Context: an optimization exercise on an open-source flow, tuned for small area. The choices shown serve that exercise and are no tape-out recipe. At most, simulation tests tie the RTL to the original design; equivalence was not proved. Power figures rest on the tool's default switching activity, not on a simulated workload.

==> inputs of garnet <==
Design register_file, start of the top module:
module register_file #(
  parameter int unsigned WORD_WIDTH = 32,
  parameter int unsigned SEL_WIDTH  = 5,
  parameter int unsigned NUM_REGS   = 32
) (
  input  logic                  clock,
  input  logic                  reset,
  input  logic                  left_read_enable,
  input  logic [SEL_WIDTH-1:0]  left_read_number,
  output logic [WORD_WIDTH-1:0] left_read_bus,
  input  logic                  right_read_enable,
  input  logic [SEL_WIDTH-1:0]  right_read_number,
  output logic [WORD_WIDTH-1:0] right_read_bus,
  input  logic                  write_enable,
  input  logic [SEL_WIDTH-1:0]  write_number,
  input  logic [WORD_WIDTH-1:0] write_bus
);
  logic [WORD_WIDTH-1:0] regs [NUM_REGS];
  logic [NUM_REGS-1:0]   valid;
  logic [NUM_REGS-1:0]   valid_next;
  logic [NUM_REGS-1:0]   write_sel;
  logic [NUM_REGS-1:0]   write_hold;
  rf_write_decode u_wdec (
    .write_enable(write_enable), .write_number(write_number), .valid(valid),
    .sel(write_sel), .hold(write_hold), .valid_next(valid_next)
  );
  always_ff @(posedge clock or negedge reset) begin
  ...
==> module rf_and2, before the edit <==
module rf_and2 (
  input  logic a, b,
  output logic y
);
  assign y = a & b;
endmodule
==> module rf_and3, before the edit <==
module rf_and3 (
  input  logic a, b, c,
  output logic y
);
  assign y = a & b & c;
endmodule
==> module rf_ao21, before the edit <==
module rf_ao21 (
  input  logic a, b, c,
  output logic y
);
  assign y = (a & b) | c;
endmodule
==> module rf_nand2, before the edit <==
module rf_nand2 (
  input  logic a, b,
  output logic y
);
  assign y = ~(a & b);
endmodule
==> module rf_read_bit, before the edit <==
module rf_read_bit (
  input  logic [31:0] sel,
  input  logic [31:0] data,
  output logic        y
);
  logic [11:0] t;
  logic [2:0]  n;
  for (genvar k = 0; k < 10; k++) begin : g_aoi
    rf_aoi222 u_aoi (
      .a1(sel[3*k]),   .a2(data[3*k]),
      .b1(sel[3*k+1]), .b2(data[3*k+1]),
      .c1(sel[3*k+2]), .c2(data[3*k+2]),
      .y(t[k])
    );
  end
  rf_nand2 u_nand_30 (.a(sel[30]), .b(data[30]), .y(t[10]));
  rf_nand2 u_nand_31 (.a(sel[31]), .b(data[31]), .y(t[11]));
  rf_nand4 u_n0 (.a(t[0]), .b(t[1]), .c(t[2]),  .d(t[3]),  .y(n[0]));
  rf_nand4 u_n1 (.a(t[4]), .b(t[5]), .c(t[6]),  .d(t[7]),  .y(n[1]));
  rf_nand4 u_n2 (.a(t[8]), .b(t[9]), .c(t[10]), .d(t[11]), .y(n[2]));
  rf_or3   u_o  (.a(n[0]), .b(n[1]), .c(n[2]),             .y(y));
endmodule
==> module rf_read_decode, before the edit <==
module rf_read_decode (
  input  logic        reset,
  input  logic        enable,
  input  logic [4:0]  number,
  input  logic [31:0] valid_next,
  output logic [31:0] sel
);
  logic [3:0] hi;
  logic [7:0] lo;
  always_comb begin
    for (int j = 0; j < 4; j++) begin
      hi[j] = reset && enable && (number[4:3] == 2'(j));
    end
    for (int k = 0; k < 8; k++) begin
      lo[k] = (number[2:0] == 3'(k));
    end
  end
  for (genvar i = 0; i < 32; i++) begin : g_sel
    rf_and3 u_sel (.a(hi[i / 8]), .b(lo[i % 8]), .c(valid_next[i]), .y(sel[i]));
  end
endmodule
==> module rf_write_decode, before the edit <==
module rf_write_decode (
  input  logic        write_enable,
  input  logic [4:0]  write_number,
  input  logic [31:0] valid,
  output logic [31:0] sel,
  output logic [31:0] hold,
  output logic [31:0] valid_next
);
  logic [3:0] hi;
  logic [7:0] lo;
  always_comb begin
    for (int j = 0; j < 4; j++) begin
      hi[j] = write_enable && (write_number[4:3] == 2'(j));
    end
    for (int k = 0; k < 8; k++) begin
      lo[k] = (write_number[2:0] == 3'(k));
    end
  end
  for (genvar i = 0; i < 32; i++) begin : g_sel
    rf_and2  u_sel  (.a(hi[i / 8]), .b(lo[i % 8]), .y(sel[i]));
    rf_nand2 u_hold (.a(hi[i / 8]), .b(lo[i % 8]), .y(hold[i]));
    rf_ao21  u_next (.a(hi[i / 8]), .b(lo[i % 8]), .c(valid[i]), .y(valid_next[i]));
  end
endmodule
==> module register_file, before the edit <==
module register_file #(
  parameter int unsigned WORD_WIDTH = 32,
  parameter int unsigned SEL_WIDTH  = 5,
  parameter int unsigned NUM_REGS   = 32
) (
  input  logic                  clock,
  input  logic                  reset,
  input  logic                  left_read_enable,
  input  logic [SEL_WIDTH-1:0]  left_read_number,
  output logic [WORD_WIDTH-1:0] left_read_bus,
  input  logic                  right_read_enable,
  input  logic [SEL_WIDTH-1:0]  right_read_number,
  output logic [WORD_WIDTH-1:0] right_read_bus,
  input  logic                  write_enable,
  input  logic [SEL_WIDTH-1:0]  write_number,
  input  logic [WORD_WIDTH-1:0] write_bus
);
  logic [WORD_WIDTH-1:0] regs [NUM_REGS];
  logic [NUM_REGS-1:0]   valid;
  logic [NUM_REGS-1:0]   valid_next;
  logic [NUM_REGS-1:0]   write_sel;
  logic [NUM_REGS-1:0]   write_hold;
  rf_write_decode u_wdec (
    .write_enable(write_enable), .write_number(write_number), .valid(valid),
    .sel(write_sel), .hold(write_hold), .valid_next(valid_next)
  );
  always_ff @(posedge clock or negedge reset) begin
    if (!reset) begin
      valid <= '0;
    end else begin
      valid <= valid_next;
    end
  end
  logic [WORD_WIDTH-1:0] regs_next [NUM_REGS];
  for (genvar i = 0; i < int'(NUM_REGS); i++) begin : g_word
    for (genvar b = 0; b < int'(WORD_WIDTH); b++) begin : g_bit
      rf_hold u_hold (
        .sel(write_sel[i]), .wdata(write_bus[b]),
        .hold(write_hold[i]), .q(regs[i][b]),
        .d(regs_next[i][b])
      );
    end
  end
  always_ff @(posedge clock) begin
    for (int i = 0; i < int'(NUM_REGS); i++) begin
      regs[i] <= regs_next[i];
    end
  end
  logic [31:0] left_sel, right_sel;
  rf_read_decode u_ldec (
    .reset(reset), .enable(left_read_enable), .number(left_read_number),
    .valid_next(valid_next), .sel(left_sel)
  );
  rf_read_decode u_rdec (
    .reset(reset), .enable(right_read_enable), .number(right_read_number),
    .valid_next(valid_next), .sel(right_sel)
  );
  for (genvar b = 0; b < int'(WORD_WIDTH); b++) begin : g_bit
    logic [31:0] column;
    for (genvar i = 0; i < int'(NUM_REGS); i++) begin : g_col
      assign column[i] = regs_next[i][b];
    end
    rf_read_bit u_left  (.sel(left_sel),  .data(column), .y(left_read_bus[b]));
    rf_read_bit u_right (.sel(right_sel), .data(column), .y(right_read_bus[b]));
  end
endmodule
==> flow/config.mk <==
export PLATFORM = sky130hd
export DESIGN_NAME = register_file
export DESIGN_NICKNAME = register_file
export VERILOG_FILES = /design/flow/design.v
export SDC_FILE = /design/flow/constraint.sdc
export NUM_CORES = 4
export LEC_CHECK = 0
export CAP_MARGIN = 20
export CORE_MARGIN = 2
export CORE_UTILIZATION = 55
export GPL_TIMING_DRIVEN = 0
export SLEW_MARGIN = 20
export SYNTH_HIERARCHICAL = 1
==> flow/constraint.sdc <==
create_clock -name core_clock -period 8.0 [get_ports {clock}]
set_input_delay 1.6000 -clock core_clock [delete_from_list [all_inputs] [get_ports {clock}]]
set_output_delay 1.6000 -clock core_clock [all_outputs]
set_load 0.01 [all_outputs]
standard.sh (not shown) runs the stock make flow with config.mk's settings and CLKGATE_MAP_FILE= SYNTH_SCRIPT=/design/flow/synth_recipe.tcl, a recipe that flattens the netlist after the stock synthesis.
==> flow/flow/run.sh <==
#!/bin/bash
# Standard layout with three changes: ports buffered with buf_2, the decoder
# gates that drive whole rows upsized after floorplanning (flow/upsize.tcl),
# and a clock tree of small buffers without dummy loads.
export BUFFER_PORTS_ARGS="-buffer_cell sky130_fd_sc_hd__buf_2"
export POST_FLOORPLAN_TCL="$PWD/flow/upsize.tcl"
export CTS_ARGS="-sink_clustering_enable -repair_clock_nets -dont_use_dummy_load -buf_list sky130_fd_sc_hd__clkbuf_4 -sink_clustering_size 10 -sink_clustering_max_diameter 40"
bash standard.sh > standard.log 2>&1
==> flow/flow/upsize.tcl <==
# Upsize the decoder gates that drive a whole row of the register file
# (the select lines, 16 or more loads each), so that the layout need not
# split those nets with buffers, and the predecoder gates that drive them
# (8 or more loads), which are on the path from write_number to the reads.
set row_driver_sizes {
  sky130_fd_sc_hd__and3_1  sky130_fd_sc_hd__and3_2
  sky130_fd_sc_hd__and2_1  sky130_fd_sc_hd__and2_2
  sky130_fd_sc_hd__nand2_1 sky130_fd_sc_hd__nand2_2
}
set upsized 0
foreach inst [get_cells *] {
  set master [get_property $inst ref_name]
  set loads 0
  foreach pin [get_pins -of_objects $inst -filter "direction == output"] {
    set net [get_nets -of_objects $pin]
    incr loads [llength [get_pins -of_objects $net -filter "direction == input"]]
  }
  if { $loads >= 16 && [dict exists $row_driver_sizes $master] } {
    replace_cell [get_full_name $inst] [dict get $row_driver_sizes $master]
    incr upsized
  } elseif { $loads >= 8 && [regexp {^(sky130_fd_sc_hd__\w+)_1$} $master -> base]
             && ![string match *df* $base] && [llength [get_lib_cells ${base}_2]] } {
    replace_cell [get_full_name $inst] ${base}_2
    incr upsized
  }
}
puts "upsize.tcl: upsized $upsized decoder gates"
==> inputs of delta, as changes to garnet <==
==> flow/design.v (replaced) <==
module rf_aoi222 (
  input  logic a1, a2, b1, b2, c1, c2,
  output logic y
);
  assign y = ~((a1 & a2) | (b1 & b2) | (c1 & c2));
endmodule
module rf_hold (
  input  logic sel, wdata, hold, q,
  output logic d
);
  assign d = (sel & wdata) | (hold & q);
endmodule
module rf_nand4 (
  input  logic a, b, c, d,
  output logic y
);
  assign y = ~(a & b & c & d);
endmodule
module rf_nand3 (
  input  logic a, b, c,
  output logic y
);
  assign y = ~(a & b & c);
endmodule
module rf_or3 (
  input  logic a, b, c,
  output logic y
);
  assign y = a | b | c;
endmodule
module rf_read_bit (
  input  logic [32:0] sel,
  input  logic [32:0] data,
  output logic        y
);
  logic [10:0] t;
  logic [2:0]  n;
  for (genvar k = 0; k < 11; k++) begin : g_aoi
    rf_aoi222 u_aoi (
      .a1(sel[3*k]),   .a2(data[3*k]),
      .b1(sel[3*k+1]), .b2(data[3*k+1]),
      .c1(sel[3*k+2]), .c2(data[3*k+2]),
      .y(t[k])
    );
  end
  rf_nand4 u_n0 (.a(t[0]), .b(t[1]), .c(t[2]),  .d(t[3]), .y(n[0]));
  rf_nand4 u_n1 (.a(t[4]), .b(t[5]), .c(t[6]),  .d(t[7]), .y(n[1]));
  rf_nand3 u_n2 (.a(t[8]), .b(t[9]), .c(t[10]),           .y(n[2]));
  rf_or3   u_o  (.a(n[0]), .b(n[1]), .c(n[2]),            .y(y));
endmodule
module register_file #(
  parameter int unsigned WORD_WIDTH = 32,
  parameter int unsigned SEL_WIDTH  = 5,
  parameter int unsigned NUM_REGS   = 32
) (
  input  logic                  clock,
  input  logic                  reset,
  input  logic                  left_read_enable,
  input  logic [SEL_WIDTH-1:0]  left_read_number,
  output logic [WORD_WIDTH-1:0] left_read_bus,
  input  logic                  right_read_enable,
  input  logic [SEL_WIDTH-1:0]  right_read_number,
  output logic [WORD_WIDTH-1:0] right_read_bus,
  input  logic                  write_enable,
  input  logic [SEL_WIDTH-1:0]  write_number,
  input  logic [WORD_WIDTH-1:0] write_bus
);
  logic [WORD_WIDTH-1:0] regs [NUM_REGS];
  logic [NUM_REGS-1:0]   valid;
  logic [NUM_REGS-1:0]   write_sel;
  logic [NUM_REGS-1:0]   write_hold;
  always_comb begin
    for (int i = 0; i < int'(NUM_REGS); i++) begin
      write_sel[i]  = write_enable && (write_number == SEL_WIDTH'(i));
      write_hold[i] = !(write_enable && (write_number == SEL_WIDTH'(i)));
    end
  end
  always_ff @(posedge clock or negedge reset) begin
    if (!reset) begin
      valid <= '0;
    end else begin
      valid <= valid | write_sel;
    end
  end
  logic [WORD_WIDTH-1:0] regs_next [NUM_REGS];
  for (genvar i = 0; i < int'(NUM_REGS); i++) begin : g_word
    for (genvar b = 0; b < int'(WORD_WIDTH); b++) begin : g_bit
      rf_hold u_hold (
        .sel(write_sel[i]), .wdata(write_bus[b]),
        .hold(write_hold[i]), .q(regs[i][b]),
        .d(regs_next[i][b])
      );
    end
  end
  always_ff @(posedge clock) begin
    for (int i = 0; i < int'(NUM_REGS); i++) begin
      regs[i] <= regs_next[i];
    end
  end
  logic        left_bypass, right_bypass;
  logic [32:0] left_sel, right_sel;
  assign left_bypass  = reset && left_read_enable && write_enable &&
                        (left_read_number == write_number);
  assign right_bypass = reset && right_read_enable && write_enable &&
                        (right_read_number == write_number);
  always_comb begin
    for (int i = 0; i < int'(NUM_REGS); i++) begin
      left_sel[i]  = reset && left_read_enable && !left_bypass &&
                     valid[i] && (left_read_number == SEL_WIDTH'(i));
      right_sel[i] = reset && right_read_enable && !right_bypass &&
                     valid[i] && (right_read_number == SEL_WIDTH'(i));
    end
    left_sel[32]  = left_bypass;
    right_sel[32] = right_bypass;
  end
  for (genvar b = 0; b < int'(WORD_WIDTH); b++) begin : g_bit
    logic [32:0] column;
    for (genvar i = 0; i < int'(NUM_REGS); i++) begin : g_col
      assign column[i] = regs[i][b];
    end
    assign column[32] = write_bus[b];
    rf_read_bit u_left  (.sel(left_sel),  .data(column), .y(left_read_bus[b]));
    rf_read_bit u_right (.sel(right_sel), .data(column), .y(right_read_bus[b]));
  end
endmodule
==> flow/flow/run.sh (replaced) <==
#!/bin/bash
# Standard layout with two changes: ports buffered with buf_2 and a clock
# tree of small buffers without dummy loads.
export BUFFER_PORTS_ARGS="-buffer_cell sky130_fd_sc_hd__buf_2"
export CTS_ARGS="-sink_clustering_enable -repair_clock_nets -dont_use_dummy_load -buf_list sky130_fd_sc_hd__clkbuf_8 -sink_clustering_size 24 -sink_clustering_max_diameter 40"
bash standard.sh > standard.log 2>&1
- GPL_TIMING_DRIVEN: 0 -> unset
removed: flow/flow/upsize.tcl
==> inputs of ember, as changes to garnet <==
--- a/flow/design.v
+++ b/flow/design.v
@@ -23,9 +23,9 @@
   assign y = a & b & c;
 endmodule
-module rf_ao21 (
-  input  logic a, b, c,
+module rf_inv (
+  input  logic a,
   output logic y
 );
-  assign y = (a & b) | c;
+  assign y = ~a;
 endmodule
 module rf_nand4 (
@@ -93,8 +93,6 @@
   input  logic        write_enable,
   input  logic [4:0]  write_number,
-  input  logic [31:0] valid,
   output logic [31:0] sel,
-  output logic [31:0] hold,
-  output logic [31:0] valid_next
+  output logic [31:0] hold
 );
   logic [3:0] hi;
@@ -109,7 +107,6 @@
   end
   for (genvar i = 0; i < 32; i++) begin : g_sel
-    rf_and2  u_sel  (.a(hi[i / 8]), .b(lo[i % 8]), .y(sel[i]));
-    rf_nand2 u_hold (.a(hi[i / 8]), .b(lo[i % 8]), .y(hold[i]));
-    rf_ao21  u_next (.a(hi[i / 8]), .b(lo[i % 8]), .c(valid[i]), .y(valid_next[i]));
+    rf_and2 u_sel  (.a(hi[i / 8]), .b(lo[i % 8]), .y(sel[i]));
+    rf_inv  u_hold (.a(sel[i]), .y(hold[i]));
   end
 endmodule
@@ -137,7 +134,8 @@
   logic [NUM_REGS-1:0]   write_hold;
   rf_write_decode u_wdec (
-    .write_enable(write_enable), .write_number(write_number), .valid(valid),
-    .sel(write_sel), .hold(write_hold), .valid_next(valid_next)
+    .write_enable(write_enable), .write_number(write_number),
+    .sel(write_sel), .hold(write_hold)
   );
+  assign valid_next = valid | write_sel;
   always_ff @(posedge clock or negedge reset) begin
     if (!reset) begin
==> flow/flow/run.sh (replaced) <==
#!/bin/bash
# Standard layout with three changes: ports buffered with buf_1, the decoder
# gates that drive whole rows upsized after floorplanning (flow/upsize.tcl),
# and a clock tree of small buffers without dummy loads.
export BUFFER_PORTS_ARGS="-buffer_cell sky130_fd_sc_hd__buf_1"
export POST_FLOORPLAN_TCL="$PWD/flow/upsize.tcl"
export CTS_ARGS="-sink_clustering_enable -repair_clock_nets -dont_use_dummy_load -buf_list sky130_fd_sc_hd__clkbuf_4 -sink_clustering_size 8 -sink_clustering_max_diameter 40"
bash standard.sh > standard.log 2>&1
==> flow/flow/upsize.tcl (replaced) <==
# Upsize the decoder gates that drive a whole row of the register file
# (the select lines, 32 or more loads each), so that the placement's
# timing-driven repair need not split those nets with buffers.
set row_driver_sizes {
  sky130_fd_sc_hd__and3_1 sky130_fd_sc_hd__and3_2
  sky130_fd_sc_hd__and2_1 sky130_fd_sc_hd__and2_2
  sky130_fd_sc_hd__inv_1  sky130_fd_sc_hd__inv_2
}
set upsized 0
foreach inst [get_cells *] {
  set master [get_property $inst ref_name]
  if { ![dict exists $row_driver_sizes $master] } {
    continue
  }
  set loads 0
  foreach pin [get_pins -of_objects $inst -filter "direction == output"] {
    set net [get_nets -of_objects $pin]
    incr loads [llength [get_pins -of_objects $net -filter "direction == input"]]
  }
  if { $loads >= 16 } {
    replace_cell [get_full_name $inst] [dict get $row_driver_sizes $master]
    incr upsized
  }
}
puts "upsize.tcl: upsized $upsized row drivers"
==> qor summary <==
| metric | delta | ember | garnet |
|---|---|---|---|
| Worst-case vdd ir drop | 180 µV | 143 µV | 139 µV |
| Distinct cells, synth | 29 | 19 | 18 |
| Initial antenna violation count | 16 | 12 | 16 |
| Area of the core | 0.0728 mm² | 0.0717 mm² | 0.0717 mm² |
| Global-route wire length before repair | 274 mm | 264 mm | 268 mm |
| Status | timing/DRC/antenna clean | complete, but fails checks | timing/DRC/antenna clean |
| Violated checks | - | setup timing | - |
| Number of buffers inserted during clock tree synthesis | 141 | 159 | 145 |
| Place WS | 1.39 ns | 0.498 ns | 0.938 ns |
| Mapped cell area | 0.0404 mm² | 0.0400 mm² | 0.0400 mm² |
| Number of clock-tree buffers in the layout | 141 | 159 | 145 |
| Relative slew slack | 15.0% | 13.6% | 11.5% |
| Post-layout net count | 3,796 | 3,633 | 3,616 |
| Sequential cell area share | 46.3% | 49.4% | 49.3% |
| Total length of routed met3 wires | 34.4 mm | 31.3 mm | 31.5 mm |
| # placed instances | 4,549 | 4,366 | 4,366 |
| Die span in y | 275 µm | 274 µm | 274 µm |
| Slowest CP cell | sky130_fd_sc_hd__nor2_4 | sky130_fd_sc_hd__and2_2 | sky130_fd_sc_hd__nand2_2 |
| Worst slew pin tran | 1.27 ns | 1.30 ns | 1.32 ns |
| FF-to-FF Start | valid[31] | valid[2] | valid[29] |
| Number of global-route vias before repair | 40,000 | 39,300 | 39,900 |
| Final Worst Setup Slack | 1.16 ns | -0.159 ns | 0.307 ns |
The RTL of delta was laid out without a check of its function.

==> static timing again, ports no longer ideal <==
The flow's constraints put no driver on any port. The routed layouts listed below were extracted and timed again, unchanged, in two steps. Step 1: set_driving_cell puts a clkbuf_16 on clock and a buf_2 on each other input, an assumption about the parent block. Step 2 moves the port delays by t, midway between the first and last clock arrival at a register: inputs arrive t later, outputs are due t later. That takes back most of the time a late clock gives input paths. a / b / c = ideal / step 1 / step 2; a / b = the first two.
run | t, ns | setup WS [ns] | hold slack, ns | worst setup path at the end | cell pins on the clock port's net
garnet | 1.108 | 0.307 / 0.186 / 0.186 | 0.459 / 0.459 / 0.459 | input to output | 1
delta | 0.852 | 1.156 / 1.131 / 1.131 | 0.495 / 0.495 / 0.495 | input to output | 1
ember | 1.084 | -0.159 / -0.183 / -0.183 | 0.470 / 0.461 / 0.470 | input to output | 1
The setup slack of garnet, which loses most, moves by -0.121 ns with the drivers and by -0.121 ns with both steps.
